Background: an optimization exercise with open tools, aiming at small area, a short achievable clock period and few clock cycles. Do not read the settings as production practice.
At most, simulation tests tie the RTL to the original design; equivalence was not proved.
No functional check of the RTL was part of runs 3 to 5.
No activity file was given, so power comes from the tool's default toggle rates.

==> design/flow/design.v <==
package snn_pkg;
  localparam int unsigned DefaultOutN  = 10;
  localparam int unsigned DefaultDepth = 128;
  localparam int unsigned IDX_W        = $clog2(DefaultOutN);
  localparam int unsigned ADDR_W       = $clog2(DefaultDepth);
endpackage
module spike_count_bank #(
  parameter int unsigned OUT_N = 10,
  parameter int unsigned CNT_W = 7,
  parameter int unsigned IDX_W = $clog2(OUT_N)
) (
  input  logic                 clk,
  input  logic                 first,
  input  logic [OUT_N-1:0]     spikes,    
  output logic [CNT_W-1:0]     max_o,     
  output logic [IDX_W-1:0]     idx_o      
);
  localparam logic [CNT_W-1:0] CntMax = '1;
  logic [OUT_N-1:0][CNT_W-1:0] dist_q, dist_d, dist_b, dist_p, dist_m;
  logic [OUT_N-1:0]            zero_q, zero_d;    
  logic [CNT_W-1:0]            max_q, max_d, max_b;
  logic                        sat_q, sat_d;      
  logic [OUT_N-1:0]            zero_b, one_b, inc;
  logic                        sat_b, up;
  always_comb begin
    for (int k = 0; k < int'(OUT_N); k++) begin
      zero_b[k] = first || zero_q[k];
      one_b[k]  = !first && (dist_q[k] == CNT_W'(1));
      dist_b[k] = first ? '0 : dist_q[k];
    end
    sat_b = !first && sat_q;
    max_b = first ? '0 : max_q;
    up = (|(spikes & zero_b)) && !sat_b;
    for (int k = 0; k < int'(OUT_N); k++) begin
      inc[k] = spikes[k] && !(zero_b[k] && sat_b);
      dist_p[k] = first ? CNT_W'(1) : dist_q[k] + CNT_W'(1);
      dist_m[k] = dist_q[k] - CNT_W'(1);
      if (inc[k]) dist_d[k] = up ? dist_b[k] : dist_m[k];
      else        dist_d[k] = up ? dist_p[k] : dist_b[k];
      zero_d[k] = (zero_b[k] && (up == inc[k])) || (one_b[k] && !up && inc[k]);
    end
    max_d = up ? max_b + CNT_W'(1) : max_b;
    sat_d = up ? (max_b == CntMax - CNT_W'(1)) : sat_b;
  end
  always_ff @(posedge clk) begin
    dist_q <= dist_d;
    zero_q <= zero_d;
    max_q  <= max_d;
    sat_q  <= sat_d;
  end
  always_comb begin
    idx_o = '0;
    for (int k = int'(OUT_N) - 1; k >= 0; k--) begin
      if (zero_q[k]) idx_o = IDX_W'(k);
    end
  end
  assign max_o = max_q;
endmodule
import snn_pkg::*;
module snn_frame_controller #(
  parameter int unsigned IN_W    = 19,
  parameter int unsigned DEPTH   = snn_pkg::DefaultDepth,
  parameter int unsigned OUT_N   = snn_pkg::DefaultOutN,
  parameter int unsigned CNT_W   = 7,
  parameter int unsigned REPEAT  = 4,
  parameter int unsigned NET_LAT = 2
) (
  input  logic                       clk,
  input  logic                       rstn,
  input  logic                       in_valid_i,
  output logic                       in_ready_o,
  input  logic [IN_W-1:0]            in_data_i,
  input  logic                       in_last_i,
  input  logic                       abort_i,
  output logic                       net_valid_o,
  output logic [IN_W-1:0]            net_data_o,
  input  logic [OUT_N-1:0]           spike_i,
  output logic                       result_valid_o,
  input  logic                       result_ready_i,
  output logic [$clog2(OUT_N)-1:0]   result_idx_o,
  output logic [CNT_W-1:0]           result_cnt_o
);
  localparam int unsigned AddrW = $clog2(DEPTH);
  localparam int unsigned IdxW  = $clog2(OUT_N);
  localparam int unsigned PassW = (REPEAT > 2) ? $clog2(REPEAT - 1) : 1;
  localparam int unsigned RowW  = 3;
  localparam int unsigned BlkW  = 2;
  localparam int unsigned BankW = AddrW - RowW - BlkW;
  localparam int unsigned NRow  = 1 << RowW;
  localparam int unsigned NBlk  = 1 << BlkW;
  localparam int unsigned NBank = 1 << BankW;
  localparam logic [AddrW-1:0] LastPtr  = AddrW'(DEPTH - 1);
  localparam logic [PassW-1:0] LastPass = PassW'(REPEAT - 2);
  typedef enum logic [1:0] {RdHold, RdNext, RdZero} rd_move_e;
  logic              load_q, load_d;       
  logic [AddrW-1:0]  wr_q, wr_d;           
  logic              wlast_q, wlast_d;     
  logic              wv_q;
  logic [AddrW-1:0]  wa_q;
  logic [IN_W-1:0]   wd_q;
  logic [AddrW-1:0]  last_q, last_d;       
  logic              fa_q, fa_d;           
  logic [PassW-1:0]  pass_q, pass_d;       
  logic [AddrW-1:0]  rem_q, rem_d;         
  logic              skip_q, skip_d;       
  logic [NRow-1:0]   rrow_q;
  logic [NBlk-1:0]   rblk_q;
  logic [NBank-1:0]  rbank_q;
  logic              atl_q, atl_d;         
  rd_move_e          rd_move;
  logic [NBank-1:0][IN_W-1:0] bank_q;      
  logic [NBank-1:0]  sbank_q;              
  logic              pv_q, pv_d;           
  logic              pl_q, pl_d;           
  logic              nv_q, nv_d;           
  logic              nf_q, nf_d;           
  logic              nl_q, nl_d;           
  logic [IN_W-1:0]   nd_q, nd_d;
  logic [NET_LAT:1]  v_q, f_q, l_q;        
  logic              ans_first, ans_last;  
  logic [OUT_N-1:0]  ans;                  
  logic              fin_q;                
  logic              rv_q;
  logic [IdxW-1:0]   ri_q;
  logic [CNT_W-1:0]  rc_q;
  logic [IN_W-1:0]   mem [DEPTH];
  logic [IN_W-1:0]   rd_word;
  logic              acc, frame_end, last_fetch, fetch, pend, take;
  logic [CNT_W-1:0]  max_w;
  logic [IdxW-1:0]   idx_w;
  assign acc        = load_q && in_valid_i && !abort_i;
  assign frame_end  = in_last_i || wlast_q;
  assign take       = rv_q && result_ready_i && !abort_i;
  assign pend       = (nv_q && nl_q) || (|(v_q & l_q)) || fin_q;
  assign ans        = v_q[NET_LAT] ? spike_i : '0;
  assign ans_first  = v_q[NET_LAT] && f_q[NET_LAT];
  assign ans_last   = v_q[NET_LAT] && l_q[NET_LAT];
  assign last_fetch = atl_q && (pass_q == LastPass);
  assign fetch      = fa_q && !skip_q && !(last_fetch && (pend || rv_q));
  always_comb begin
    rd_word = '0;
    for (int b = 0; b < int'(NBank); b++) begin
      rd_word = rd_word | (bank_q[b] & {IN_W{sbank_q[b]}});
    end
  end
  always_comb begin
    load_d  = load_q;
    wr_d    = wr_q;
    wlast_d = wlast_q;
    rem_d   = rem_q;
    skip_d  = 1'b0;
    last_d  = last_q;
    fa_d    = fa_q;
    pass_d  = pass_q;
    atl_d   = atl_q;
    rd_move = RdHold;
    pv_d    = 1'b0;
    pl_d    = 1'b0;
    nv_d    = 1'b0;
    nf_d    = 1'b0;
    nl_d    = 1'b0;
    nd_d    = pv_q ? rd_word : in_data_i;
    if (load_q) begin
      if (acc) begin
        nv_d = 1'b1;
        nf_d = (wr_q == '0);
        if (frame_end) begin
          last_d  = wr_q;
          wr_d    = '0;
          wlast_d = 1'b0;
          load_d  = 1'b0;
          fa_d    = 1'b1;
          pass_d  = '0;
          if (wr_q[AddrW-1:1] == '0) begin
            atl_d  = (wr_q == '0);
            rem_d  = wr_q;
            skip_d = (wr_q == '0);
          end else begin
            pv_d    = 1'b1;
            rd_move = RdNext;
            atl_d   = 1'b0;
            rem_d   = wr_q - AddrW'(1);
          end
        end else begin
          wr_d    = wr_q + AddrW'(1);
          wlast_d = (wr_q == LastPtr - AddrW'(1));
        end
      end
    end else begin
      if (!fa_q && !pv_q) load_d = 1'b1;
      if (pv_q) begin
        nv_d = 1'b1;
        nl_d = pl_q;
        if (pl_q) load_d = 1'b1;
      end
      if (fetch) begin
        pv_d = 1'b1;
        pl_d = last_fetch;
        if (atl_q) begin
          rd_move = RdZero;
          atl_d   = (last_q == '0);
          rem_d   = last_q;
          if (pass_q == LastPass) fa_d = 1'b0;
          else                    pass_d = pass_q + PassW'(1);
        end else begin
          rd_move = RdNext;
          atl_d   = (rem_q == AddrW'(1));
          rem_d   = rem_q - AddrW'(1);
        end
      end
    end
    if (abort_i) begin
      load_d  = 1'b1;
      wr_d    = '0;
      wlast_d = 1'b0;
      fa_d    = 1'b0;
      pv_d    = 1'b0;
      nv_d    = 1'b0;
      rd_move = RdZero;
    end
  end
  always_ff @(posedge clk or negedge rstn) begin
    if (!rstn) begin
      load_q  <= 1'b0;
      wr_q    <= '0;
      wlast_q <= 1'b0;
      wv_q    <= 1'b0;
      fa_q    <= 1'b0;
      rrow_q  <= NRow'(1);
      rblk_q  <= NBlk'(1);
      rbank_q <= NBank'(1);
      pv_q    <= 1'b0;
      nv_q    <= 1'b0;
      nl_q    <= 1'b0;
      v_q     <= '0;
      l_q     <= '0;
      fin_q   <= 1'b0;
      rv_q    <= 1'b0;
    end else begin
      load_q <= load_d;
      wr_q   <= wr_d;
      wlast_q <= wlast_d;
      wv_q   <= acc;
      fa_q   <= fa_d;
      unique case (rd_move)
        RdNext: begin
          rrow_q <= {rrow_q[NRow-2:0], rrow_q[NRow-1]};
          if (rrow_q[NRow-1]) begin
            rblk_q <= {rblk_q[NBlk-2:0], rblk_q[NBlk-1]};
            if (rblk_q[NBlk-1]) rbank_q <= {rbank_q[NBank-2:0], rbank_q[NBank-1]};
          end
        end
        RdZero: begin
          rrow_q  <= NRow'(1);
          rblk_q  <= NBlk'(1);
          rbank_q <= NBank'(1);
        end
        default: ;
      endcase
      pv_q   <= pv_d;
      nv_q   <= nv_d;
      nl_q   <= nl_d;
      v_q    <= abort_i ? '0 : {v_q[NET_LAT-1:1], nv_q};
      l_q    <= {l_q[NET_LAT-1:1], nl_q};
      fin_q  <= !abort_i && ans_last;
      rv_q   <= !abort_i && (fin_q || (rv_q && !take));
    end
  end
  always_ff @(posedge clk) begin
    last_q  <= last_d;
    rem_q   <= rem_d;
    skip_q  <= skip_d;
    wa_q    <= wr_q;
    wd_q    <= in_data_i;
    pass_q  <= pass_d;
    atl_q   <= atl_d;
    pl_q    <= pl_d;
    sbank_q <= rbank_q;
    nf_q    <= nf_d;
    nd_q    <= nd_d;
    f_q     <= {f_q[NET_LAT-1:1], nf_q};
    if (fin_q) begin
      ri_q <= idx_w;
      rc_q <= max_w;
    end
  end
  always_ff @(posedge clk) begin
    for (int b = 0; b < int'(NBank); b++) begin
      logic [IN_W-1:0] w;
      w = '0;
      for (int k = 0; k < int'(NBlk); k++) begin
        logic [IN_W-1:0] blk;
        blk = '0;
        for (int r = 0; r < int'(NRow); r++) begin
          blk = blk | (mem[(b * NBlk + k) * NRow + r] & {IN_W{rrow_q[r]}});
        end
        w = w | (blk & {IN_W{rblk_q[k]}});
      end
      bank_q[b] <= w;
    end
  end
  always_ff @(posedge clk) begin
    for (int r = 0; r < int'(DEPTH); r++) begin
      if (wv_q && (wa_q == AddrW'(r))) mem[r] <= wd_q;
    end
  end
  spike_count_bank #(
    .OUT_N (OUT_N),
    .CNT_W (CNT_W),
    .IDX_W (IdxW)
  ) u_count_bank (
    .clk    (clk),
    .first  (ans_first),
    .spikes (ans),
    .max_o  (max_w),
    .idx_o  (idx_w)
  );
  assign in_ready_o     = load_q;
  assign net_valid_o    = nv_q;
  assign net_data_o     = nd_q;
  assign result_valid_o = rv_q;
  assign result_idx_o   = ri_q;
  assign result_cnt_o   = rc_q;
endmodule
==> design/flow/run.sh <==
#!/bin/bash
# synth_recipe.tcl (not shown) runs the flow's synth.tcl, then flattens the netlist and writes it again
# the make line also repeats each setting of config.mk as NAME=value (left out here)
make -C /OpenROAD-flow-scripts/flow DESIGN_CONFIG=/design/flow/config.mk WORK_HOME=/design/flow/orfs CLKGATE_MAP_FILE= SYNTH_SCRIPT=/design/flow/synth_recipe.tcl finish
==> design/flow/config.mk <==
export PLATFORM = sky130hd
export DESIGN_NAME = snn_frame_controller
export DESIGN_NICKNAME = snn_frame_controller
export VERILOG_FILES = /design/flow/design.v
export SDC_FILE = /design/flow/constraint.sdc
export NUM_CORES = 4
export LEC_CHECK = 0
export CAP_MARGIN = 20
export CORE_MARGIN = 2
export CORE_UTILIZATION = 40
export CTS_CLUSTER_DIAMETER = 100
export CTS_CLUSTER_SIZE = 30
export SETUP_SLACK_MARGIN = 2.6
export SLEW_MARGIN = 20
==> design/flow/constraint.sdc <==
create_clock -name core_clock -period 5.0 [get_ports {clk}]
set_input_delay 1.0000 -clock core_clock [delete_from_list [all_inputs] [get_ports {clk}]]
set_output_delay 1.0000 -clock core_clock [all_outputs]
set_load 0.01 [all_outputs]
==> results of run 1 <==
==> power by group through the flow <==
stage | sequential (W) | clock [W] | combinational, W
after global placement | 0.0265 | 0 | 0.00319
after detailed placement | 0.0265 | 0 | 0.00323
after global routing | 0.0261 | 0.0120 | 0.00372
after floorplan | 0.0262 | 0 | 0.00220
after CTS | 0.0260 | 0.0113 | 0.00338
final | 0.0260 | 0.0111 | 0.00345
==> cell type report <==
type	instances	area share
inverter	40	0.00141
clock inverter	16	0.00238
tap	3330	0.0376
multi-input combinational	2840	0.181
timing repair buffer	389	0.0342
clock buffer	179	0.0269
antenna	5	0.000113
sequential	2714	0.716
==> routing by layer <==
| metal | part of all wire | vias up | track usage |
|---|---|---|---|
| met4 | 0.033 | 0 | 0.0695 |
| li1 | - | 24690 | - |
| met3 | 0.081 | 354 | 0.0279 |
| met2 | 0.47 | 2718 | 0.359 |
| met1 | 0.41 | 30644 | 0.313 |
| met5 | 0 | - | 0 |
==> cells in the mapped netlist, types with 23 or more instances <==
library cell               number  area share
sky130_fd_sc_hd__edfxtp_1    2460        0.74
sky130_fd_sc_hd__a22oi_1     1347        0.10
sky130_fd_sc_hd__clkbuf_1     348       0.013
sky130_fd_sc_hd__nand4_1      259       0.016
sky130_fd_sc_hd__nor2_1       228      0.0086
sky130_fd_sc_hd__nand2_1      227      0.0085
sky130_fd_sc_hd__dfxtp_1      218       0.044
sky130_fd_sc_hd__a21oi_1      128      0.0064
sky130_fd_sc_hd__a41oi_1       76      0.0067
sky130_fd_sc_hd__o21ai_0       62      0.0031
sky130_fd_sc_hd__nand3_1       56      0.0028
sky130_fd_sc_hd__ha_1          41      0.0051
sky130_fd_sc_hd__xnor2_1       40      0.0035
sky130_fd_sc_hd__inv_1         38      0.0014
sky130_fd_sc_hd__nor3_1        37      0.0019
sky130_fd_sc_hd__a31oi_1       35      0.0022
sky130_fd_sc_hd__dfrtp_1       33      0.0083
sky130_fd_sc_hd__buf_2         24      0.0012
sky130_fd_sc_hd__o22ai_1       23      0.0014
==> logic make-up after synthesis <==
family,share of synthesized area
adder cells (fa/ha/maj),0.00524
flip-flops,0.793
AO/OA/AOI/OAI,0.133
AND/OR/NAND/NOR,0.0466
multiplexers,0.000752
buffers and inverters,0.0169
XOR/XNOR,0.00456
==> state kept, by name, indices dropped and copies added (netlist names), 2 cells and up <==
signal,cells
bank_q,76
wr_q,7
wd_q,19
nd_q,19
v_q,2
rc_q,7
mem,2432
f_q,2
rblk_q,4
ri_q,4
rrow_q,8
u_count_bank.max_q,7
rem_q,7
sbank_q,4
last_q,7
u_count_bank.zero_q,10
u_count_bank.dist_q,70
wa_q,7
rbank_q,4
pass_q,2
l_q,2
==> final timing paths <==
path	endpoint	slack [ns]
min	wr_q[2]	0.27
min reg2reg	f_q[2]	0.33
max	in_ready_o	2.52
max in group asynchronous	v_q[2]	4.10
max reg2reg	bank_q[63]	2.55
min in group core_clock	f_q[2]	0.33
==> stage by stage <==
step,total power [W],cells,utilization
after CTS,0.0406,9483,0.444
after floorplan,0.0284,5988,-
after global placement,0.0297,9235,0.427
final,0.0406,9513,0.446
after global routing,0.0418,9510,0.446
after detailed placement,0.0297,9235,0.427
==> what timing repair did <==
item / in CTS / in global routing
hold endpoints to repair: 0 / 0
endpoints found under the setup margin: 1169 / 345
gates cloned: 2 / 2
setup buffers: 51 / 23
resized for setup: 223 / 54
pin swaps: 17 / 14
==> results.txt, run 1 <==
========================================================================================================
Result of the run                                                               timing/DRC/antenna clean
Post-CTS clock slew at the launch and capture registers of the worst setup and hold paths        0.11 ns
Antenna-violating nets left                                                                            0
Sequential cell area fraction in the yosys report                                                  0.793
Crit Path Category                                                                          register to output port
Type of origin of the critical path                                                             register
Post-placement setup slack                                                                       1.30 ns
Total global routing overflow                                                                          0
Cell Chain, Critical Path                                                                   dlymetal6s2s_1
Final worst path period share                                                                      0.497
Peak clock frequency supported by timing                                                         403 MHz
TritonCTS clock tree                                                                               built
Number of max-cap violations                                                                           0
Placement Rows                                                                                       183
Insertion delay of the later-clocked pin in the worst-skew pair                                  0.84 ns
DRC violations left                                                                                    0
Cell type of the slowest stage on the worst timing path                                     sky130_fd_sc_hd__dfrtp_4
Worst Reg2Reg Path Length in Cells                                                                     5
Post-synthesis cell area                                                                       99800 µm²
Slew of the pin with the lowest slew margin                                                      1.29 ns
Input/output buffers                                                                                  67
Growth of design area from synthesis to finish                                                     10.9%
Number of max-slew violations in the final report                                                      0
Overall routing resource usage                                                                     0.222
Fillers                                                                                            21338
Buffers plus inverters on the worst setup path                                                         1
Total iterations of the first detailed-routing run                                                     8
Switching power share of the total                                                                 0.243
Worst setup EP type                                                                          output port
Total wire length                                                                                 288 mm
Placer Congestion                                                                                  0.831
Internal power component                                                                        0.0307 W
Area of all placed cells without fillers                                                      111000 µm²
Yosys Warn Count                                                                                       3
Worst endpoint data arrival time                                                                 1.48 ns
FFs w/ async S/R, synth                                                                           0.0133
Fin worst setup slack                                                                            2.52 ns
Number of top-level design ports                                                                      68
Required arrival time at the worst endpoint                                                      4.00 ns
Synthesized instance count                                                                          5988
Cell chosen for the clock root                                                              sky130_fd_sc_hd__clkbuf_16
Number of global-route vias before repair                                                          55800
Net switching power                                                                            0.00986 W
Worst R2R Start                                                                                rrow_q[3]
Leakage power summed over all cells                                                              33.1 nW
Min-delay worst type                                                                        primary input to async pin
WP depth                                                                                               1
Cell area reported after detailed placement                                                   106000 µm²
Height of the chip                                                                                504 µm
Critical path origin                                                                              load_q
Hold Fails Final Rpt                                                                                   0
Cts-stage hold buffer count                                                                            0
Slew HR                                                                                            0.141
Die span in x                                                                                     504 µm
Proportion of power drawn by the clock network                                                     0.274
Peak supply drop                                                                                  300 µV
Register bit count reported by yosys                                                                2714
Maximum number of pins on one net before global-route repair                                         100
Multi-input logic area                                                                         20100 µm²
H-tree level count                                                                                     3
Biggest fanout along the worst timing path                                                             4
Shortest period the worst path allows                                                            2.48 ns
Synthesized area per cell                                                                       16.7 µm²
Primary FF master, synth                                                                    sky130_fd_sc_hd__edfxtp_1
Total of endpoints with negative setup slack in the final report                                       0
Via total after detailed routing                                                                   58406
Deepest clock path buffer count                                                                        3
Via density                                                                                         6.14
Most frequent cells in the layout                                                           2460 x sky130_fd_sc_hd__edfxtp_1, 1327 x sky130_fd_sc_hd__a22oi_1, 259 x sky130_fd_sc_hd__nand4_1
Largest stage delay on the critical path                                                         0.51 ns
Setup TNS after final layout                                                                        0 ns
Fraction of final layout cells with drive strength greater than 1                                  0.127
Count of flip-flops with a built-in enable after synthesis                                          2460
Nets@finish                                                                                         6165
Comb power frac                                                                                    0.085
Routed wire per std cell                                                                         30.3 µm
Number of buffers created by CTS                                                                     104
Floorplan Core Area                                                                           248000 µm²
Global-route wire length before repair                                                            409 mm
Iteration-0 DRC Markers                                                                             7853
Post-detail-place hpwl                                                                            157 mm
Synthesized net count                                                                               6064
Areal power density over the cells                                                            366 nW/µm²
Initial antenna violation count                                                                       10
Fin Clk Skew                                                                                   0.0692 ns
Final worst hold slack                                                                          0.270 ns
Sequential share of power                                                                          0.641
Unrepaired setup endpoints after global routing                                                     true
Full die area                                                                                 254000 µm²
Sequential cell area                                                                           79300 µm²
Family with the most delay on the worst path                                                  flip-flops
Leading cell type in the layout, fill and taps excluded                                     sky130_fd_sc_hd__edfxtp_1
Initial core utilization                                                                           0.402
Total number of clock tree sinks                                                                    2714
Unique cell type count in the Yosys netlist                                                           90
========================================================================================================
Testbench counts, summed over its fixed seeds: cycles 45,144.
==> run 2, diff against run 1 <==
--- a/design/flow/config.mk
+++ b/design/flow/config.mk
@@ -6,5 +6,5 @@
 export NUM_CORES = 4
 export LEC_CHECK = 0
-export CAP_MARGIN = 20
+export CAP_MARGIN = 5
 export CORE_MARGIN = 2
 export CORE_UTILIZATION = 40
@@ -12,3 +12,3 @@
 export CTS_CLUSTER_SIZE = 30
 export SETUP_SLACK_MARGIN = 2.6
-export SLEW_MARGIN = 20
+export SLEW_MARGIN = 5
==> results.txt, run 2 <==
========================================================================================================
Cell chosen for the clock root                                                              sky130_fd_sc_hd__clkbuf_16   unchanged
Fraction of final layout cells with drive strength greater than 1                                  0.129   was 0.127
Antenna-violating nets left                                                                            0   unchanged
Crit Path Category                                                                          register to output port   unchanged
Most frequent cell after synthesis                                                          sky130_fd_sc_hd__edfxtp_1   unchanged
Input/output buffers                                                                                  67   unchanged
H-tree level count                                                                                     3   unchanged
Placed insts                                                                                        9235   unchanged
Capturing point of the worst reg2reg path                                                     bank_q[62]   was bank_q[63]
Post-CTS clock slew at the launch and capture registers of the worst setup and hold paths        0.11 ns   about the same
TritonCTS clock tree                                                                               built   unchanged
Deepest clock path buffer count                                                                        3   unchanged
Initial antenna violation count                                                                       13   was 10
Layout Cells excl Fill                                                                              9526   was 9513
Type of origin of the critical path                                                             register   unchanged
Peak supply drop                                                                                  316 µV   was 300 µV
Post-detail-place hpwl                                                                            157 mm   about the same
Result of the run                                                               timing/DRC/antenna clean   unchanged
Post-synth top area share                                                                          0.740   unchanged
Register bit count reported by yosys                                                                2714   unchanged
Primary FF master, synth                                                                    sky130_fd_sc_hd__edfxtp_1   unchanged
Leading cell type in the layout, fill and taps excluded                                     sky130_fd_sc_hd__edfxtp_1   unchanged
Height of the chip                                                                                504 µm   unchanged
Growth of design area from synthesis to finish                                                     11.0%   was 10.9%
Total wire length                                                                                 288 mm   about the same
Slew HR                                                                                            0.186   was 0.141
Registers with the most flip-flops                                                          mem (2432), bank_q (76), u_count_bank.dist_q (70)   unchanged
Unrepaired setup endpoints after global routing                                                     true   unchanged
Total global routing overflow                                                                          0   unchanged
Synth cell count leaders                                                                    2460 x sky130_fd_sc_hd__edfxtp_1, 1347 x sky130_fd_sc_hd__a22oi_1, 348 x sky130_fd_sc_hd__clkbuf_1   unchanged
Fin worst setup slack                                                                            2.53 ns   was 2.52 ns
Total iterations of the first detailed-routing run                                                     8   unchanged
Number of max-cap violations                                                                           0   unchanged
Unique cell type count in the Yosys netlist                                                           90   unchanged
Routed wire per std cell                                                                         30.3 µm   about the same
Most frequent cells in the layout                                                           2460 x sky130_fd_sc_hd__edfxtp_1, 1328 x sky130_fd_sc_hd__a22oi_1, 265 x sky130_fd_sc_hd__buf_4   was 2460 x sky130_fd_sc_hd__edfxtp_1, 1327 x sky130_fd_sc_hd__a22oi_1, 259 x sky130_fd_sc_hd__nand4_1
Leakage power summed over all cells                                                              33.1 nW   about the same
Peak clock frequency supported by timing                                                         405 MHz   was 403 MHz
Synthesized instance count                                                                          5988   unchanged
Sequential cell area fraction in the yosys report                                                  0.793   unchanged
Number of buffers created by CTS                                                                     104   unchanged
Final worst path period share                                                                      0.494   was 0.497
FFs w/ async S/R, synth                                                                           0.0133   unchanged
Buffers plus inverters on the worst setup path                                                         1   unchanged
DRC violations left                                                                                    0   unchanged
Synthesized net count                                                                               6064   unchanged
Slew of the pin with the lowest slew margin                                                      1.22 ns   was 1.29 ns
Biggest fanout along the worst timing path                                                             2   was 4
Total of endpoints with negative setup slack in the final report                                       0   unchanged
Maximum number of pins on one net before global-route repair                                         100   unchanged
Number of max-slew violations in the final report                                                      0   unchanged
Overall routing resource usage                                                                     0.222   about the same
Count of flip-flops with a built-in enable after synthesis                                          2460   unchanged
Shortest period the worst path allows                                                            2.47 ns   was 2.48 ns
Worst setup EP type                                                                          output port   unchanged
Fraction of the core area covered by cells at the end of the flow                                  0.446   about the same
Die span in x                                                                                     504 µm   unchanged
Areal power density over the cells                                                            366 nW/µm²   about the same
Nets@finish                                                                                         6179   was 6165
Area contributors post-synth                                                                sky130_fd_sc_hd__edfxtp_1 74%, sky130_fd_sc_hd__a22oi_1 10%, sky130_fd_sc_hd__dfxtp_1 4.4%, sky130_fd_sc_hd__nand4_1 1.6%, sky130_fd_sc_hd__clkbuf_1 1.3%   unchanged
Post-placement setup slack                                                                       1.30 ns   about the same
Fin Clk Skew                                                                                   0.0765 ns   was 0.0692 ns
Hold Fails Final Rpt                                                                                   0   unchanged
Worst endpoint data arrival time                                                                 1.47 ns   was 1.48 ns
Placement Rows                                                                                       183   unchanged
Largest stage delay on the critical path                                                         0.49 ns   was 0.51 ns
Post-synthesis cell area                                                                       99800 µm²   unchanged
Iteration-0 DRC Markers                                                                             7924   was 7853
Minimum setup slack among reg-to-reg paths                                                       2.55 ns   about the same
Worst Reg2Reg Path Length in Cells                                                                     6   was 5
Worst R2R Start                                                                                rrow_q[5]   was rrow_q[3]
Max reg flops                                                                                       2432   unchanged
Number of global-route vias before repair                                                          55606   was 55800
Min-delay worst type                                                                        primary input to async pin   unchanged
Floorplan Core Area                                                                           248000 µm²   unchanged
Family with the most delay on the worst path                                                  flip-flops   unchanged
Total number of clock tree sinks                                                                    2714   unchanged
Top cell type by total area after synthesis                                                 sky130_fd_sc_hd__edfxtp_1   unchanged
Via density                                                                                         6.15   was 6.14
Number of top-level design ports                                                                      68   unchanged
Yosys Warn Count                                                                                       3   unchanged
Initial core utilization                                                                           0.402   unchanged
Required arrival time at the worst endpoint                                                      4.00 ns   about the same
Insertion delay of the later-clocked pin in the worst-skew pair                                  0.84 ns   about the same
Register with the highest flop count                                                                 mem   unchanged
Placer Congestion                                                                                  0.831   unchanged
Synthesized area per cell                                                                       16.7 µm²   unchanged
Via total after detailed routing                                                                   58553   was 58406
Setup TNS after final layout                                                                        0 ns   unchanged
Cts-stage hold buffer count                                                                            0   unchanged
Global-route wire length before repair                                                            411 mm   was 409 mm
Full die area                                                                                 254000 µm²   unchanged
Cell type of the slowest stage on the worst timing path                                     sky130_fd_sc_hd__dfrtp_4   unchanged
Cell Chain, Critical Path                                                                   dlymetal6s2s_1   unchanged
========================================================================================================
[run 2: cell counts after synthesis]
Identical to the previous run, type by type.
[run 2: metrics by stage]
stage / area (µm²) / hold slack, ns / total power, W
finish: 111000 / 0.262 / 0.0405
global route: 111000 / 0.307 / 0.0417
CTS: 110000 / 0.238 / 0.0405
detailed placement: 106000 / 0.319 / 0.0297
global placement: 106000 / 0.317 / 0.0297
floorplan: 100000 / 0.310 / 0.0284
[run 2: how the worst max path moves through the flow]
stage	from	to	slack, ns	cells past startpoint
after floorplan	spike_i[8]	u_count_bank.dist_q[13]	2.42	7
after global placement	spike_i[8]	u_count_bank.dist_q[33]	1.36	8
after detailed placement	spike_i[8]	u_count_bank.dist_q[33]	1.30	8
after CTS	load_q	in_ready_o	2.16	1
after global routing	load_q	in_ready_o	2.48	1
final	load_q	in_ready_o	2.53	1
[run 2: worst register-to-register path: stages, from the launching register on]
cell and delay (ns):
sky130_fd_sc_hd__dfrtp_4 0.67, sky130_fd_sc_hd__buf_12 0.29, sky130_fd_sc_hd__buf_4 0.32, sky130_fd_sc_hd__a22oi_1 0.18
sky130_fd_sc_hd__a41oi_1 0.22, sky130_fd_sc_hd__a21oi_1 0.49, sky130_fd_sc_hd__nand2_1 0.19
[run 2: cells by family after synthesis]
logic type,after synthesis,synth area share
AOI/OAI and AO/OA,1811,0.133
adders and majority gates,42,0.00524
muxes,7,0.000752
buffers and inverters,436,0.0169
and+or+nand+nor,926,0.0466
xor gates and xnor gates,52,0.00456
DFF,2714,0.793
[run 2: layout make-up]
class / instances / area (µm²)
repair buffers: 402 / 3840
inverters: 40 / 156
fillers: 21360 / 138000
well taps: 3330 / 4170
diodes: 2 / 5.00
flip-flops and latches: 2714 / 79300
clock buffers: 178 / 2920
clock inverters: 19 / 285
multi-input cells: 2841 / 20100
[run 2: metal layers]
layer / vias up / wire (µm) / global-route usage
met5: - / 0 / 0
met4: 0 / 9840 / 0.0693
met3: 367 / 23300 / 0.0286
met2: 2771 / 137000 / 0.358
met1: 30678 / 118000 / 0.314
li1: 24737 / - / -
[run 2: report_power, final]
part / switching (W) / internal [W] / leakage, nW
Clock: 0.00685 / 0.00416 / 1.52
Combinational: 0.00220 / 0.00130 / 7.19
Sequential: 0.000842 / 0.0252 / 24.4
Total: 0.00989 / 0.0306 / 33.1
[run 2: what timing repair did]
| item | CTS | global route |
|---|---|---|
| buffers inserted | 58 | 30 |
| setup endpoints to repair | 1372 | 391 |
| pin swaps | 18 | 15 |
| resized for setup | 228 | 58 |
| gates cloned | 2 | 2 |
==> run 3, diff against run 2 <==
--- a/design/flow/design.v
+++ b/design/flow/design.v
@@ -94,4 +94,6 @@
   typedef enum logic [1:0] {RdHold, RdNext, RdZero} rd_move_e;
   logic              load_q, load_d;       
+  logic              busy_q;               
+  logic              rdy_q;                
   logic [AddrW-1:0]  wr_q, wr_d;           
   logic              wlast_q, wlast_d;     
@@ -129,4 +131,5 @@
   logic [CNT_W-1:0]  max_w;
   logic [IdxW-1:0]   idx_w;
+  assign load_q     = !busy_q;
   assign acc        = load_q && in_valid_i && !abort_i;
   assign frame_end  = in_last_i || wlast_q;
@@ -222,5 +225,6 @@
   always_ff @(posedge clk or negedge rstn) begin
     if (!rstn) begin
-      load_q  <= 1'b0;
+      busy_q  <= 1'b1;
+      rdy_q   <= 1'b0;
       wr_q    <= '0;
       wlast_q <= 1'b0;
@@ -238,5 +242,6 @@
       rv_q    <= 1'b0;
     end else begin
-      load_q <= load_d;
+      busy_q <= !load_d;
+      rdy_q  <= load_d;
       wr_q   <= wr_d;
       wlast_q <= wlast_d;
@@ -316,5 +321,5 @@
     .idx_o  (idx_w)
   );
-  assign in_ready_o     = load_q;
+  assign in_ready_o     = rdy_q;
   assign net_valid_o    = nv_q;
   assign net_data_o     = nd_q;
==> results.txt, run 3 <==
========================================================================================================
Result of the run                                                               timing/DRC/antenna clean   unchanged
Switching power share of the total                                                                 0.245   was 0.244
Most frequent cell after synthesis                                                          sky130_fd_sc_hd__edfxtp_1   unchanged
Areal power density over the cells                                                            368 nW/µm²   was 366 nW/µm²
Mux cell area share after synthesis                                                             0.000540   was 0.000752
Required arrival time at the worst endpoint                                                      5.66 ns   was 4.00 ns
Routed wire per std cell                                                                         30.0 µm   was 30.3 µm
Insertion delay of the later-clocked pin in the worst-skew pair                                  0.85 ns   was 0.84 ns
TritonCTS clock tree                                                                               built   unchanged
Most frequent cells in the layout                                                           2460 x sky130_fd_sc_hd__edfxtp_1, 1329 x sky130_fd_sc_hd__a22oi_1, 264 x sky130_fd_sc_hd__nand4_1   was 2460 x sky130_fd_sc_hd__edfxtp_1, 1328 x sky130_fd_sc_hd__a22oi_1, 265 x sky130_fd_sc_hd__buf_4
Sequential share of power                                                                          0.637   was 0.642
Slew HR                                                                                            0.214   was 0.186
Initial core utilization                                                                           0.402   about the same
Synthesized area per cell                                                                       16.7 µm²   about the same
Number of max-cap violations                                                                           0   unchanged
Length of routed wiring on met1                                                                   118 mm   about the same
Adder and majority gate portion of the synthesized area                                          0.00515   was 0.00524
Post-CTS clock slew at the launch and capture registers of the worst setup and hold paths        0.11 ns   about the same
Fillers                                                                                            21445   was 21360
Power Total                                                                                     0.0407 W   was 0.0405 W
Antenna-violating nets left                                                                            0   unchanged
Worst Reg2Reg Path Length in Cells                                                                     5   was 6
Cell area reported after detailed placement                                                   106000 µm²   about the same
DRC violations left                                                                                    0   unchanged
Global-route wire length before repair                                                            406 mm   was 411 mm
Number of global-route vias before repair                                                          55661   was 55606
Max layer used                                                                                      met5   was met4
Yosys Warn Count                                                                                       3   unchanged
Deepest clock path buffer count                                                                        3   unchanged
Registers with the most flip-flops                                                          mem (2432), bank_q (76), u_count_bank.dist_q (70)   unchanged
Total wire length                                                                                 284 mm   was 288 mm
Count of flip-flops with a built-in enable after synthesis                                          2460   unchanged
Type of origin of the critical path                                                         primary input   was register
Nets@finish                                                                                         6166   was 6179
Overall routing resource usage                                                                     0.219   was 0.222
Slew of the pin with the lowest slew margin                                                      1.18 ns   was 1.22 ns
Fin Clk Skew                                                                                    0.100 ns   was 0.0765 ns
Comb power frac                                                                                    0.090   was 0.087
Worst R2R Start                                                                                  wa_q[1]   was rrow_q[5]
Min-delay worst type                                                                        primary input to async pin   unchanged
H-tree level count                                                                                     3   unchanged
XOR/XNOR share of the synthesized area                                                           0.00448   was 0.00456
Area of all placed cells without fillers                                                      110000 µm²   was 111000 µm²
Total iterations of the first detailed-routing run                                                     6   was 8
Placer Congestion                                                                                  0.849   was 0.831
Via total after detailed routing                                                                   58344   was 58553
Die span in x                                                                                     503 µm   was 504 µm
Crit Path Category                                                                          primary input to register   was register to output port
Synth cell count leaders                                                                    2460 x sky130_fd_sc_hd__edfxtp_1, 1345 x sky130_fd_sc_hd__a22oi_1, 361 x sky130_fd_sc_hd__clkbuf_1   was 2460 x sky130_fd_sc_hd__edfxtp_1, 1347 x sky130_fd_sc_hd__a22oi_1, 348 x sky130_fd_sc_hd__clkbuf_1
Setup TNS after final layout                                                                        0 ns   unchanged
Capturing point of the worst reg2reg path                                                    mem[98][18]   was bank_q[62]
Shortest period the worst path allows                                                            2.48 ns   was 2.47 ns
Register bit count reported by yosys                                                                2715   was 2714
Height of the chip                                                                                503 µm   was 504 µm
Input/output buffers                                                                                  67   unchanged
Post-synth top area share                                                                          0.741   was 0.740
Hold Fails Final Rpt                                                                                   0   unchanged
Floorplan Core Area                                                                           248000 µm²   about the same
Fraction of the core area covered by cells at the end of the flow                                  0.445   was 0.446
Post-synthesis cell area                                                                       99700 µm²   was 99800 µm²
Sequential cell area fraction in the yosys report                                                  0.794   was 0.793
Fraction of final layout cells with drive strength greater than 1                                  0.132   was 0.129
Cell chosen for the clock root                                                              sky130_fd_sc_hd__clkbuf_16   unchanged
Sequential cell area                                                                           79300 µm²   about the same
Via density                                                                                         6.15   about the same
Synthesized net count                                                                               6061   was 6064
FFs w/ async S/R, synth                                                                           0.0136   was 0.0133
Multi-input logic area                                                                         20100 µm²   about the same
Register with the highest flop count                                                                 mem   unchanged
Number of max-slew violations in the final report                                                      0   unchanged
Internal power component                                                                        0.0307 W   was 0.0306 W
Post-detail-place hpwl                                                                            156 mm   was 157 mm
Cell type of the slowest stage on the worst timing path                                     sky130_fd_sc_hd__or4_4   was sky130_fd_sc_hd__dfrtp_4
Maximum number of pins on one net before global-route repair                                          91   was 100
Worst endpoint data arrival time                                                                 3.14 ns   was 1.47 ns
Minimum setup slack among reg-to-reg paths                                                       2.55 ns   about the same
Iteration-0 DRC Markers                                                                             8073   was 7924
Initial antenna violation count                                                                        7   was 13
Full die area                                                                                 253000 µm²   was 254000 µm²
Family with the most delay on the worst path                                                compound AO/OA/AOI/OAI gates   was flip-flops
Total of endpoints with negative setup slack in the final report                                       0   unchanged
Growth of design area from synthesis to finish                                                     10.8%   was 11.0%
Cell Chain, Critical Path                                                                   buf_8 -> or4_4 -> o31a_4 -> o31a_4 -> buf_12 -> buf_4 -> nand2_4 -> o22ai_1 -> a41o_1   was dlymetal6s2s_1
Number of buffers created by CTS                                                                     105   was 104
Area fraction in and, or, nand and nor cells after synthesis                                      0.0475   was 0.0466
Synthesized instance count                                                                          5985   was 5988
Net switching power                                                                            0.00998 W   was 0.00989 W
Leading cell type in the layout, fill and taps excluded                                     sky130_fd_sc_hd__edfxtp_1   unchanged
Peak supply drop                                                                                  306 µV   was 316 µV
Top cell type by total area after synthesis                                                 sky130_fd_sc_hd__edfxtp_1   unchanged
Unique cell type count in the Yosys netlist                                                           80   was 90
Total number of clock tree sinks                                                                    2715   was 2714
Peak clock frequency supported by timing                                                         403 MHz   was 405 MHz
Met3 wire length                                                                                 24.5 mm   was 23.3 mm
Share of the synthesized area in compound gates (AO/OA/AOI/OAI)                                    0.132   was 0.133
Cell type with the highest occurrence count on the critical path                            sky130_fd_sc_hd__o31a_4
Unrepaired setup endpoints after global routing                                                     true   unchanged
Number of top-level design ports                                                                      68   unchanged
Worst setup EP type                                                                             register   was output port
Biggest fanout along the worst timing path                                                             9   was 2
Buffers plus inverters on the worst setup path                                                         3   was 1
Max reg flops                                                                                       2432   unchanged
Total global routing overflow                                                                          0   unchanged
Cts-stage hold buffer count                                                                            0   unchanged
Proportion of power drawn by the clock network                                                     0.273   was 0.272
WL met2                                                                                           132 mm   was 137 mm
Area contributors post-synth                                                                sky130_fd_sc_hd__edfxtp_1 74%, sky130_fd_sc_hd__a22oi_1 10%, sky130_fd_sc_hd__dfxtp_1 4.4%, sky130_fd_sc_hd__nand4_1 1.7%, sky130_fd_sc_hd__clkbuf_1 1.4%   was sky130_fd_sc_hd__edfxtp_1 74%, sky130_fd_sc_hd__a22oi_1 10%, sky130_fd_sc_hd__dfxtp_1 4.4%, sky130_fd_sc_hd__nand4_1 1.6%, sky130_fd_sc_hd__clkbuf_1 1.3%
Leakage power summed over all cells                                                              33.1 nW   about the same
Primary FF master, synth                                                                    sky130_fd_sc_hd__edfxtp_1   unchanged
Placement Rows                                                                                       183   unchanged
Main combinational cell family by area after synthesis                                      compound AO/OA/AOI/OAI gates   unchanged
Final worst path period share                                                                      0.496   was 0.494
Largest stage delay on the critical path                                                         0.56 ns   was 0.49 ns
========================================================================================================
[run 3: changes by cell type after synthesis, sizes merged, moves of 6 or more]
cell    previous run  this run
clkbuf           349       361
o31ai             10        16
nand2            228       241
a21oi            130       119
xnor2             40        33
xor2              12        18
o22ai             23        15
buf               47        30
[run 3: stage by stage]
stage / hold WS, ns / cells / setup slack (ns)
2_1_floorplan: 0.310 / 5985 / 1.99
3_3_place_gp: 0.312 / 9223 / 1.02
3_5_place_dp: 0.314 / 9223 / 1.02
4_1_cts: 0.312 / 9452 / 2.59
5_1_grt: 0.345 / 9493 / 2.46
6_report: 0.334 / 9494 / 2.52
[run 3: worst max path at each step]
stage	start	endpoint	slack, ns	cells past startpoint
after floorplan	spike_i[0]	u_count_bank.dist_q[26]	1.99	8
after global placement	spike_i[2]	u_count_bank.dist_q[68]	1.02	8
after detailed placement	spike_i[1]	u_count_bank.dist_q[68]	1.02	8
after CTS	wa_q[3]	mem[79][14]	2.59	6
after global routing	wa_q[1]	mem[98][18]	2.46	5
final	spike_i[2]	u_count_bank.dist_q[43]	2.52	9
[run 3: logic make-up (layout without fill, tap and decap cells)]
logic type,after synthesis,in the layout
flip-flops,2715,2715
buffers and inverters,434,608
other,0,3
XOR/XNOR,51,51
AO/OA/AOI/OAI,1786,1788
adder cells (fa/ha/maj),41,41
multiplexers,5,5
AND/OR/NAND/NOR,953,953
[run 3: power by group through the flow]
stage | sequential [W] | combinational [W] | clock, W
2_1_floorplan | 0.0261 | 0.00217 | 0
3_3_place_gp | 0.0264 | 0.00329 | 0
3_5_place_dp | 0.0264 | 0.00332 | 0
4_1_cts | 0.0259 | 0.00348 | 0.0112
5_1_grt | 0.0260 | 0.00394 | 0.0119
6_report | 0.0259 | 0.00367 | 0.0111
[run 3: layout make-up]
type,count,share of cell area
diodes,3,0.0000680
clock buffers,162,0.0265
clock inverters,16,0.00257
inverters,43,0.00151
multi-input cells,2838,0.182
flip-flops and latches,2715,0.718
well taps,3330,0.0377
repair buffers,387,0.0320
[run 3: metal layers]
metal | vias up | GRT usage
met5 | - | 0
li1 | 24656 | -
met2 | 2866 | 0.347
met3 | 363 | 0.0336
met1 | 30457 | 0.312
met4 | 2 | 0.0688
[run 3: what timing repair did]
action,in CTS,in global routing
buffers inserted,50,38
pin swaps,16,23
cloned,1,1
endpoints found under the setup margin,2132,859
gates resized for setup,286,72
[run 3: worst register-to-register path: cells and delay by family (launching register included)]
kind | cells | cell delay, ns
and+or+nand+nor | 3 | 0.97
buffers and inverters | 2 | 0.63
DFF | 1 | 0.54
==> run 4, diff against run 3 <==
--- a/design/flow/config.mk
+++ b/design/flow/config.mk
@@ -11,4 +11,5 @@
 export CTS_CLUSTER_DIAMETER = 100
 export CTS_CLUSTER_SIZE = 30
+export PLACE_DENSITY = 0.65
 export SETUP_SLACK_MARGIN = 2.6
 export SLEW_MARGIN = 5
==> results.txt, run 4 <==
========================================================================================================
Synthesized area per cell                                                                       16.7 µm²   unchanged
Leakage power summed over all cells                                                              33.2 nW   was 33.1 nW
Count of flip-flops with a built-in enable after synthesis                                          2460   unchanged
Post-synthesis cell area                                                                       99700 µm²   unchanged
Insertion delay of the later-clocked pin in the worst-skew pair                                  0.81 ns   was 0.85 ns
Most frequent cell after synthesis                                                          sky130_fd_sc_hd__edfxtp_1   unchanged
Synthesized net count                                                                               6061   unchanged
H-tree level count                                                                                     3   unchanged
Required arrival time at the worst endpoint                                                      5.67 ns   was 5.66 ns
Areal power density over the cells                                                            364 nW/µm²   was 368 nW/µm²
Worst endpoint data arrival time                                                                 3.15 ns   was 3.14 ns
Critical path origin                                                                           rrow_q[5]   was spike_i[2]
Initial core utilization                                                                           0.402   unchanged
Fin Clk Skew                                                                                   0.0726 ns   was 0.100 ns
Fin worst setup slack                                                                            2.52 ns   about the same
Total wire length                                                                                 281 mm   was 284 mm
Final worst path period share                                                                      0.496   about the same
Total iterations of the first detailed-routing run                                                     6   unchanged
Hold Fails Final Rpt                                                                                   0   unchanged
Most frequent cells in the layout                                                           2460 x sky130_fd_sc_hd__edfxtp_1, 1329 x sky130_fd_sc_hd__a22oi_1, 271 x sky130_fd_sc_hd__buf_4   was 2460 x sky130_fd_sc_hd__edfxtp_1, 1329 x sky130_fd_sc_hd__a22oi_1, 264 x sky130_fd_sc_hd__nand4_1
Antenna-violating nets left                                                                            0   unchanged
Deepest clock path buffer count                                                                        3   unchanged
Overall routing resource usage                                                                     0.216   was 0.219
Sequential cell area fraction in the yosys report                                                  0.794   unchanged
Unrepaired setup endpoints after global routing                                                     true   unchanged
Placer Congestion                                                                                  0.859   was 0.849
Global-route wire length before repair                                                            401 mm   was 406 mm
Post-placement setup slack                                                                      0.977 ns   was 1.02 ns
Die span in x                                                                                     503 µm   unchanged
Total of endpoints with negative setup slack in the final report                                       0   unchanged
Peak clock frequency supported by timing                                                         404 MHz   was 403 MHz
Post-synth top area share                                                                          0.741   unchanged
Register bit count reported by yosys                                                                2715   unchanged
Buffers plus inverters on the worst setup path                                                         1   was 3
Primary FF master, synth                                                                    sky130_fd_sc_hd__edfxtp_1   unchanged
Area contributors post-synth                                                                sky130_fd_sc_hd__edfxtp_1 74%, sky130_fd_sc_hd__a22oi_1 10%, sky130_fd_sc_hd__dfxtp_1 4.4%, sky130_fd_sc_hd__nand4_1 1.7%, sky130_fd_sc_hd__clkbuf_1 1.4%   unchanged
Top cell type by total area after synthesis                                                 sky130_fd_sc_hd__edfxtp_1   unchanged
Growth of design area from synthesis to finish                                                     11.1%   was 10.8%
Biggest fanout along the worst timing path                                                            92   was 9
Unique cell type count in the Yosys netlist                                                           80   unchanged
Slew HR                                                                                            0.181   was 0.214
Post-detail-place hpwl                                                                            152 mm   was 156 mm
Type of origin of the critical path                                                             register   was primary input
Number of global-route vias before repair                                                          55119   was 55661
Number of max-slew violations in the final report                                                      0   unchanged
Floorplan Core Area                                                                           248000 µm²   unchanged
Number of top-level design ports                                                                      68   unchanged
Crit Path Category                                                                          register to register   was primary input to register
Synth cell count leaders                                                                    2460 x sky130_fd_sc_hd__edfxtp_1, 1345 x sky130_fd_sc_hd__a22oi_1, 361 x sky130_fd_sc_hd__clkbuf_1   unchanged
Yosys Warn Count                                                                                       3   unchanged
Initial antenna violation count                                                                       12   was 7
Total global routing overflow                                                                          0   unchanged
Registers with the most flip-flops                                                          mem (2432), bank_q (76), u_count_bank.dist_q (70)   unchanged
Via density                                                                                         6.16   was 6.15
Leading cell type in the layout, fill and taps excluded                                     sky130_fd_sc_hd__edfxtp_1   unchanged
Via total after detailed routing                                                                   58668   was 58344
Total number of clock tree sinks                                                                    2715   unchanged
Family with the most delay on the worst path                                                compound AO/OA/AOI/OAI gates   unchanged
Height of the chip                                                                                503 µm   unchanged
Cell chosen for the clock root                                                              sky130_fd_sc_hd__clkbuf_16   unchanged
Full die area                                                                                 253000 µm²   unchanged
Peak supply drop                                                                                  441 µV   was 306 µV
Iteration-0 DRC Markers                                                                             8677   was 8073
Min-delay worst type                                                                        primary input to async pin   unchanged
Largest stage delay on the critical path                                                         0.72 ns   was 0.56 ns
Placement Rows                                                                                       183   unchanged
DRC violations left                                                                                    0   unchanged
Shortest period the worst path allows                                                            2.48 ns   about the same
Minimum setup slack among reg-to-reg paths                                                       2.52 ns   was 2.55 ns
Worst setup EP type                                                                             register   unchanged
Register with the highest flop count                                                                 mem   unchanged
Post-CTS clock slew at the launch and capture registers of the worst setup and hold paths        0.12 ns   was 0.11 ns
Max reg flops                                                                                       2432   unchanged
Cell Chain, Critical Path                                                                   buf_12 -> a22oi_1 -> nand4_1 -> a21oi_1 -> nand2_1   was buf_8 -> or4_4 -> o31a_4 -> o31a_4 -> buf_12 -> buf_4 -> nand2_4 -> o22ai_1 -> a41o_1
TritonCTS clock tree                                                                               built   unchanged
Setup TNS after final layout                                                                        0 ns   unchanged
Cell type of the slowest stage on the worst timing path                                     sky130_fd_sc_hd__dfrtp_4   was sky130_fd_sc_hd__or4_4
Synthesized instance count                                                                          5985   unchanged
Result of the run                                                               timing/DRC/antenna clean   unchanged
Number of max-cap violations                                                                           0   unchanged
FFs w/ async S/R, synth                                                                           0.0136   unchanged
Worst R2R Start                                                                                rrow_q[5]   was wa_q[1]
Routed wire per std cell                                                                         29.5 µm   was 30.0 µm
Slew of the pin with the lowest slew margin                                                      1.23 ns   was 1.18 ns
Fraction of final layout cells with drive strength greater than 1                                  0.135   was 0.132
Nets@finish                                                                                         6195   was 6166
Number of buffers created by CTS                                                                     103   was 105
Maximum number of pins on one net before global-route repair                                         101   was 91
Input/output buffers                                                                                  67   unchanged
========================================================================================================
## run 4: metal layers
metal,GRT usage,wire length [µm],vias up
met5,0,10,-
met4,0.0657,9420,2
met3,0.0357,27700,382
met2,0.342,132000,3259
met1,0.306,112000,30307
li1,-,-,24718
## run 4: through the flow
step | total power (W) | instances | utilization | area (µm²) | hold WS, ns
4_1_cts | 0.0402 | 9484 | 0.444 | 110000 | 0.274
5_1_grt | 0.0414 | 9524 | 0.446 | 111000 | 0.338
6_report | 0.0403 | 9527 | 0.446 | 111000 | 0.318
3_3_place_gp | 0.0296 | 9225 | 0.426 | 106000 | 0.314
3_5_place_dp | 0.0297 | 9225 | 0.426 | 106000 | 0.316
2_1_floorplan | 0.0283 | 5985 | - | 100000 | 0.310
## run 4: report_power, final
group	total, W	internal, W	switching (W)
sequential	0.0259	0.0251	0.000783
combinational	0.00365	0.00133	0.00232
clock	0.0107	0.00405	0.00667
## run 4: cell families after synthesis
logic type      Yosys count  synth area share
mux                       5          0.000540
fa+ha+maj                41           0.00515
buf+inv                 434            0.0167
flops                  2715             0.794
xor+xnor                 51           0.00448
simple gates            953            0.0475
compound gates         1786             0.132
## run 4: final timing paths
path	cells after the start	endpoint
worst min-delay path	1	rblk_q[1]
worst min register to register	0	f_q[2]
min in group core_clock	0	f_q[2]
worst max register to register	5	bank_q[69]
max in group asynchronous	1	rrow_q[2]
worst max-delay path	5	bank_q[69]
## run 4: cell type report
class	count	area, µm²
multi-input combinational	2837	20100
tap	3330	4170
timing repair buffer	419	3930
antenna	4	10.0
sequential	2715	79300
fill	21212	137000
clock buffer	165	2810
inverter	43	173
clock inverter	14	254
## run 4: what timing repair did
action                                  4_1_cts  5_1_grt
endpoints found under the hold margin         0        0
pin swaps                                    25       24
endpoints found under the setup margin     1987      659
buffers inserted                             79       39
hold buffers                                  0        0
resized for setup                           279       83
cloned                                        1        0
==> run 5, diff against run 4 <==
--- a/design/flow/design.v
+++ b/design/flow/design.v
@@ -90,4 +90,6 @@
   localparam int unsigned NBlk  = 1 << BlkW;
   localparam int unsigned NBank = 1 << BankW;
+  localparam int unsigned NBufLo = 1 << RowW;
+  localparam int unsigned NBufHi = DEPTH / NBufLo;
   localparam logic [AddrW-1:0] LastPtr  = AddrW'(DEPTH - 1);
   localparam logic [PassW-1:0] LastPass = PassW'(REPEAT - 2);
@@ -98,6 +100,6 @@
   logic [AddrW-1:0]  wr_q, wr_d;           
   logic              wlast_q, wlast_d;     
-  logic              wv_q;
-  logic [AddrW-1:0]  wa_q;
+  logic [NBufHi-1:0] wgrp_q;               
+  logic [NBufLo-1:0] wrow_q;               
   logic [IN_W-1:0]   wd_q;
   logic [AddrW-1:0]  last_q, last_d;       
@@ -106,5 +108,6 @@
   logic [AddrW-1:0]  rem_q, rem_d;         
   logic              skip_q, skip_d;       
-  logic [NRow-1:0]   rrow_q;
+  logic [NRow-1:0]   rrow_q;               
+  logic [NRow-1:0]   rrow1_q;              
   logic [NBlk-1:0]   rblk_q;
   logic [NBank-1:0]  rbank_q;
@@ -120,6 +123,6 @@
   logic [IN_W-1:0]   nd_q, nd_d;
   logic [NET_LAT:1]  v_q, f_q, l_q;        
-  logic              ans_first, ans_last;  
-  logic [OUT_N-1:0]  ans;                  
+  logic              cv_q, cf_q, cl_q;     
+  logic [OUT_N-1:0]  sp_q;                 
   logic              fin_q;                
   logic              rv_q;
@@ -135,8 +138,5 @@
   assign frame_end  = in_last_i || wlast_q;
   assign take       = rv_q && result_ready_i && !abort_i;
-  assign pend       = (nv_q && nl_q) || (|(v_q & l_q)) || fin_q;
-  assign ans        = v_q[NET_LAT] ? spike_i : '0;
-  assign ans_first  = v_q[NET_LAT] && f_q[NET_LAT];
-  assign ans_last   = v_q[NET_LAT] && l_q[NET_LAT];
+  assign pend       = (nv_q && nl_q) || (|(v_q & l_q)) || (cv_q && cl_q) || fin_q;
   assign last_fetch = atl_q && (pass_q == LastPass);
   assign fetch      = fa_q && !skip_q && !(last_fetch && (pend || rv_q));
@@ -165,4 +165,5 @@
     nd_d    = pv_q ? rd_word : in_data_i;
     if (load_q) begin
+      rd_move = RdZero;
       if (acc) begin
         nv_d = 1'b1;
@@ -229,9 +230,6 @@
       wr_q    <= '0;
       wlast_q <= 1'b0;
-      wv_q    <= 1'b0;
+      wgrp_q  <= '0;
       fa_q    <= 1'b0;
-      rrow_q  <= NRow'(1);
-      rblk_q  <= NBlk'(1);
-      rbank_q <= NBank'(1);
       pv_q    <= 1'b0;
       nv_q    <= 1'b0;
@@ -239,4 +237,6 @@
       v_q     <= '0;
       l_q     <= '0;
+      cv_q    <= 1'b0;
+      cl_q    <= 1'b0;
       fin_q   <= 1'b0;
       rv_q    <= 1'b0;
@@ -246,21 +246,6 @@
       wr_q   <= wr_d;
       wlast_q <= wlast_d;
-      wv_q   <= acc;
+      wgrp_q <= acc ? NBufHi'(1) << wr_q[AddrW-1:RowW] : '0;
       fa_q   <= fa_d;
-      unique case (rd_move)
-        RdNext: begin
-          rrow_q <= {rrow_q[NRow-2:0], rrow_q[NRow-1]};
-          if (rrow_q[NRow-1]) begin
-            rblk_q <= {rblk_q[NBlk-2:0], rblk_q[NBlk-1]};
-            if (rblk_q[NBlk-1]) rbank_q <= {rbank_q[NBank-2:0], rbank_q[NBank-1]};
-          end
-        end
-        RdZero: begin
-          rrow_q  <= NRow'(1);
-          rblk_q  <= NBlk'(1);
-          rbank_q <= NBank'(1);
-        end
-        default: ;
-      endcase
       pv_q   <= pv_d;
       nv_q   <= nv_d;
@@ -268,5 +253,7 @@
       v_q    <= abort_i ? '0 : {v_q[NET_LAT-1:1], nv_q};
       l_q    <= {l_q[NET_LAT-1:1], nl_q};
-      fin_q  <= !abort_i && ans_last;
+      cv_q   <= abort_i ? 1'b0 : v_q[NET_LAT];
+      cl_q   <= l_q[NET_LAT];
+      fin_q  <= !abort_i && cv_q && cl_q;
       rv_q   <= !abort_i && (fin_q || (rv_q && !take));
     end
@@ -276,5 +263,5 @@
     rem_q   <= rem_d;
     skip_q  <= skip_d;
-    wa_q    <= wr_q;
+    wrow_q  <= NBufLo'(1) << wr_q[RowW-1:0];
     wd_q    <= in_data_i;
     pass_q  <= pass_d;
@@ -282,7 +269,26 @@
     pl_q    <= pl_d;
     sbank_q <= rbank_q;
+    unique case (rd_move)
+      RdNext: begin
+        rrow_q  <= {rrow_q[NRow-2:0], rrow_q[NRow-1]};
+        rrow1_q <= {rrow1_q[NRow-2:0], rrow1_q[NRow-1]};
+        if (rrow_q[NRow-1]) begin
+          rblk_q <= {rblk_q[NBlk-2:0], rblk_q[NBlk-1]};
+          if (rblk_q[NBlk-1]) rbank_q <= {rbank_q[NBank-2:0], rbank_q[NBank-1]};
+        end
+      end
+      RdZero: begin
+        rrow_q  <= NRow'(1);
+        rrow1_q <= NRow'(2);
+        rblk_q  <= NBlk'(1);
+        rbank_q <= NBank'(1);
+      end
+      default: ;
+    endcase
     nf_q    <= nf_d;
     nd_q    <= nd_d;
     f_q     <= {f_q[NET_LAT-1:1], nf_q};
+    cf_q    <= f_q[NET_LAT] && v_q[NET_LAT];
+    sp_q    <= v_q[NET_LAT] ? spike_i : '0;
     if (fin_q) begin
       ri_q <= idx_w;
@@ -298,5 +304,6 @@
         blk = '0;
         for (int r = 0; r < int'(NRow); r++) begin
-          blk = blk | (mem[(b * NBlk + k) * NRow + r] & {IN_W{rrow_q[r]}});
+          blk = blk | (mem[(b * NBlk + k) * NRow + r]
+                       & {IN_W{(b < int'(NBank) / 2) ? rrow_q[r] : rrow1_q[(r + 1) % NRow]}});
         end
         w = w | (blk & {IN_W{rblk_q[k]}});
@@ -307,5 +314,5 @@
   always_ff @(posedge clk) begin
     for (int r = 0; r < int'(DEPTH); r++) begin
-      if (wv_q && (wa_q == AddrW'(r))) mem[r] <= wd_q;
+      if (wgrp_q[r / NBufLo] && wrow_q[r % NBufLo]) mem[r] <= wd_q;
     end
   end
@@ -316,6 +323,6 @@
   ) u_count_bank (
     .clk    (clk),
-    .first  (ans_first),
-    .spikes (ans),
+    .first  (cf_q),
+    .spikes (sp_q),
     .max_o  (max_w),
     .idx_o  (idx_w)
--- a/design/flow/config.mk
+++ b/design/flow/config.mk
@@ -11,5 +11,4 @@
 export CTS_CLUSTER_DIAMETER = 100
 export CTS_CLUSTER_SIZE = 30
-export PLACE_DENSITY = 0.65
 export SETUP_SLACK_MARGIN = 2.6
 export SLEW_MARGIN = 5
==> results.txt, run 5 <==
========================================================================================================
Number of top-level design ports                                                                      68   unchanged
Cell chosen for the clock root                                                              sky130_fd_sc_hd__clkbuf_16   unchanged
Via total after detailed routing                                                                   57305   was 58668
Post-CTS clock slew at the launch and capture registers of the worst setup and hold paths        0.11 ns   was 0.12 ns
Initial core utilization                                                                           0.402   about the same
Via density                                                                                         6.04   was 6.16
Cell type of the slowest stage on the worst timing path                                     sky130_fd_sc_hd__dfrtp_2   was sky130_fd_sc_hd__dfrtp_4
Length of routed wiring on met1                                                                   114 mm   was 112 mm
FFs w/ async S/R, synth                                                                           0.0138   was 0.0136
Unrepaired setup endpoints after global routing                                                     true   unchanged
Peak clock frequency supported by timing                                                         406 MHz   was 404 MHz
Primary FF master, synth                                                                    sky130_fd_sc_hd__edfxtp_1   unchanged
Number of buffers created by CTS                                                                     103   unchanged
Total global routing overflow                                                                          0   unchanged
Slew HR                                                                                            0.179   was 0.181
Register with the highest flop count                                                                 mem   unchanged
Minimum setup slack among reg-to-reg paths                                                       2.53 ns   was 2.52 ns
Input/output buffers                                                                                  67   unchanged
Most frequent cell after synthesis                                                          sky130_fd_sc_hd__edfxtp_1   unchanged
Initial antenna violation count                                                                       17   was 12
Fin Clk Skew                                                                                   0.0577 ns   was 0.0726 ns
Largest stage delay on the critical path                                                         0.44 ns   was 0.72 ns
Layout Cells excl Fill                                                                              9493   was 9527
Number of global-route vias before repair                                                          55326   was 55119
Setup TNS after final layout                                                                        0 ns   unchanged
Post-synth top area share                                                                          0.740   was 0.741
Sequential cell area fraction in the yosys report                                                  0.795   was 0.794
Fin worst setup slack                                                                            2.53 ns   was 2.52 ns
Min-delay worst type                                                                        register to register   was primary input to async pin
Slew of the pin with the lowest slew margin                                                      1.23 ns   about the same
Max layer used                                                                                      met5   unchanged
Areal power density over the cells                                                            374 nW/µm²   was 364 nW/µm²
Synthesized area per cell                                                                       16.9 µm²   was 16.7 µm²
Area contributors post-synth                                                                sky130_fd_sc_hd__edfxtp_1 74%, sky130_fd_sc_hd__a22oi_1 9.9%, sky130_fd_sc_hd__dfxtp_1 4.6%, sky130_fd_sc_hd__nand4_1 1.6%, sky130_fd_sc_hd__clkbuf_1 1.3%   was sky130_fd_sc_hd__edfxtp_1 74%, sky130_fd_sc_hd__a22oi_1 10%, sky130_fd_sc_hd__dfxtp_1 4.4%, sky130_fd_sc_hd__nand4_1 1.7%, sky130_fd_sc_hd__clkbuf_1 1.4%
Number of max-cap violations                                                                           0   unchanged
Worst endpoint data arrival time                                                                 2.97 ns   was 3.15 ns
Total wire length                                                                                 284 mm   was 281 mm
Placed insts                                                                                        9230   was 9225
Capturing point of the worst reg2reg path                                                     rbank_q[1]   was bank_q[69]
Post-placement setup slack                                                                       1.31 ns   was 0.977 ns
Total number of clock tree sinks                                                                    2752   was 2715
Cell area reported after detailed placement                                                   107000 µm²   was 106000 µm²
Placement Rows                                                                                       184   was 183
Cell Chain, Critical Path                                                                   or3_4 -> nor4_4 -> nor2_2 -> o22ai_4 -> a21o_1 -> ha_4 -> a21oi_4 -> a21boi_4   was buf_12 -> a22oi_1 -> nand4_1 -> a21oi_1 -> nand2_1
Shortest period the worst path allows                                                            2.47 ns   was 2.48 ns
Critical path origin                                                                             wr_q[4]   was rrow_q[5]
DRC violations left                                                                                    0   unchanged
Synthesized instance count                                                                          5970   was 5985
Insertion delay of the later-clocked pin in the worst-skew pair                                  0.82 ns   was 0.81 ns
Die span in x                                                                                     506 µm   was 503 µm
Nets@finish                                                                                         6127   was 6195
Type of origin of the critical path                                                             register   unchanged
Worst R2R Start                                                                                  wr_q[4]   was rrow_q[5]
Fraction of final layout cells with drive strength greater than 1                                 0.0921   was 0.135
Antenna-violating nets left                                                                            0   unchanged
Crit path to                                                                                  rbank_q[1]   was bank_q[69]
Family with the most delay on the worst path                                                compound AO/OA/AOI/OAI gates   unchanged
Post-detail-place hpwl                                                                            157 mm   was 152 mm
TritonCTS clock tree                                                                               built   unchanged
Unique cell type count in the Yosys netlist                                                           78   was 80
Max reg flops                                                                                       2432   unchanged
H-tree level count                                                                                     3   unchanged
Worst setup EP type                                                                             register   unchanged
Total iterations of the first detailed-routing run                                                     6   unchanged
Area of all placed cells without fillers                                                      110000 µm²   was 111000 µm²
Number of max-slew violations in the final report                                                      0   unchanged
Leading cell type in the layout, fill and taps excluded                                     sky130_fd_sc_hd__edfxtp_1   unchanged
Register bit count reported by yosys                                                                2752   was 2715
Buffers plus inverters on the worst setup path                                                         0   was 1
Final worst path period share                                                                      0.493   was 0.496
Maximum number of pins on one net before global-route repair                                         102   was 101
Height of the chip                                                                                506 µm   was 503 µm
Floorplan Core Area                                                                           251000 µm²   was 248000 µm²
Leakage power summed over all cells                                                              33.6 nW   was 33.2 nW
Registers with the most flip-flops                                                          mem (2432), bank_q (76), u_count_bank.dist_q (70)   unchanged
Yosys Warn Count                                                                                       3   unchanged
Synthesized net count                                                                               6046   was 6061
WP depth                                                                                               8   was 5
Routed wire per std cell                                                                         29.9 µm   was 29.5 µm
Global-route wire length before repair                                                            403 mm   was 401 mm
Total of endpoints with negative setup slack in the final report                                       0   unchanged
Required arrival time at the worst endpoint                                                      5.50 ns   was 5.67 ns
WL met2                                                                                           138 mm   was 132 mm
Hold Fails Final Rpt                                                                                   0   unchanged
Result of the run                                                               timing/DRC/antenna clean   unchanged
Overall routing resource usage                                                                     0.214   was 0.216
Top cell type by total area after synthesis                                                 sky130_fd_sc_hd__edfxtp_1   unchanged
Met3 wire length                                                                                 21.5 mm   was 27.7 mm
Iteration-0 DRC Markers                                                                             6827   was 8677
Deepest clock path buffer count                                                                        3   unchanged
Placer Congestion                                                                                  0.906   was 0.859
Count of flip-flops with a built-in enable after synthesis                                          2484   was 2460
Growth of design area from synthesis to finish                                                     9.45%   was 11.1%
Worst Reg2Reg Path Length in Cells                                                                     8   was 5
Post-synthesis cell area                                                                      101000 µm²   was 99700 µm²
Power Total                                                                                     0.0413 W   was 0.0403 W
Most frequent cells in the layout                                                           2484 x sky130_fd_sc_hd__edfxtp_1, 1328 x sky130_fd_sc_hd__a22oi_1, 258 x sky130_fd_sc_hd__nand4_1   was 2460 x sky130_fd_sc_hd__edfxtp_1, 1329 x sky130_fd_sc_hd__a22oi_1, 271 x sky130_fd_sc_hd__buf_4
Biggest fanout along the worst timing path                                                             4   was 92
Full die area                                                                                 256000 µm²   was 253000 µm²
Crit Path Category                                                                          register to register   unchanged
Peak supply drop                                                                                  292 µV   was 441 µV
Cts-stage hold buffer count                                                                            0   unchanged
Synth cell count leaders                                                                    2484 x sky130_fd_sc_hd__edfxtp_1, 1332 x sky130_fd_sc_hd__a22oi_1, 343 x sky130_fd_sc_hd__clkbuf_1   was 2460 x sky130_fd_sc_hd__edfxtp_1, 1345 x sky130_fd_sc_hd__a22oi_1, 361 x sky130_fd_sc_hd__clkbuf_1
========================================================================================================
run 5: cell count changes in the layout (fill, tap and decap cells not counted), moves of 27 or more:
cell                      change
sky130_fd_sc_hd__and2_1     +138
sky130_fd_sc_hd__nor2_2     -101
sky130_fd_sc_hd__nand2_1     -31
sky130_fd_sc_hd__nor2_4      -29
sky130_fd_sc_hd__nor2b_1     +29
sky130_fd_sc_hd__buf_4       -27
run 5: worst min path at each step:
stage / from / endpoint / slack, ns / depth (start not counted)
2_1_floorplan: nf_q / f_q[1] / 0.31 / 0
3_3_place_gp: f_q[1] / f_q[2] / 0.31 / 0
3_5_place_dp: f_q[1] / f_q[2] / 0.31 / 0
4_1_cts: rstn / wgrp_q[8] / 0.34 / 1
5_1_grt: f_q[1] / f_q[2] / 0.35 / 0
6_report: f_q[1] / f_q[2] / 0.34 / 0
run 5: cell type report:
type | instances | area, µm²
flip-flops and latches | 2752 | 80300
multi-input cells | 2780 | 19300
diodes | 12 | 30.0
inverters | 52 | 204
clock inverters | 12 | 234
repair buffers | 362 | 3310
fillers | 21887 | 141000
clock buffers | 175 | 2890
well taps | 3348 | 4190
run 5: kinds of logic after synthesis:
kind of cell / share of synthesized area
mux: 0.000720
compound gates: 0.125
buf+inv: 0.0169
flops: 0.795
xor+xnor: 0.00591
fa+ha+maj: 0.00509
simple gates: 0.0513
run 5: timing repair:
item | 4_1_cts | 5_1_grt
cloned | 2 | 0
setup endpoints to repair | 343 | 75
pin swaps | 5 | 12
resized for setup | 192 | 30
buffers inserted | 53 | 9
run 5: through the flow:
step | utilization | hold slack [ns]
detailed placement | 0.424 | 0.312
global route | 0.440 | 0.346
floorplan | - | 0.310
global placement | 0.424 | 0.313
finish | 0.440 | 0.338
CTS | 0.439 | 0.339
run 5: routing by layer:
metal | track usage | vias to the layer above
li1 | - | 24502
met1 | 0.292 | 29931
met2 | 0.351 | 2486
met3 | 0.0303 | 382
met4 | 0.0790 | 4
met5 | 0 | -
run 5: report_power, final:
part	leakage [nW]	switching [W]	internal (W)
Combinational	7.32	0.00265	0.00141
Clock	1.48	0.00683	0.00413
Sequential	24.8	0.000802	0.0255

Check on run 5: ideal ports give 2.534 ns setup slack; a clkbuf_16 on the clock port and buf_2 on the inputs give 2.534 ns; moving port delays by the midpoint clock arrival (0.897 ns) as well gives 1.777 ns.
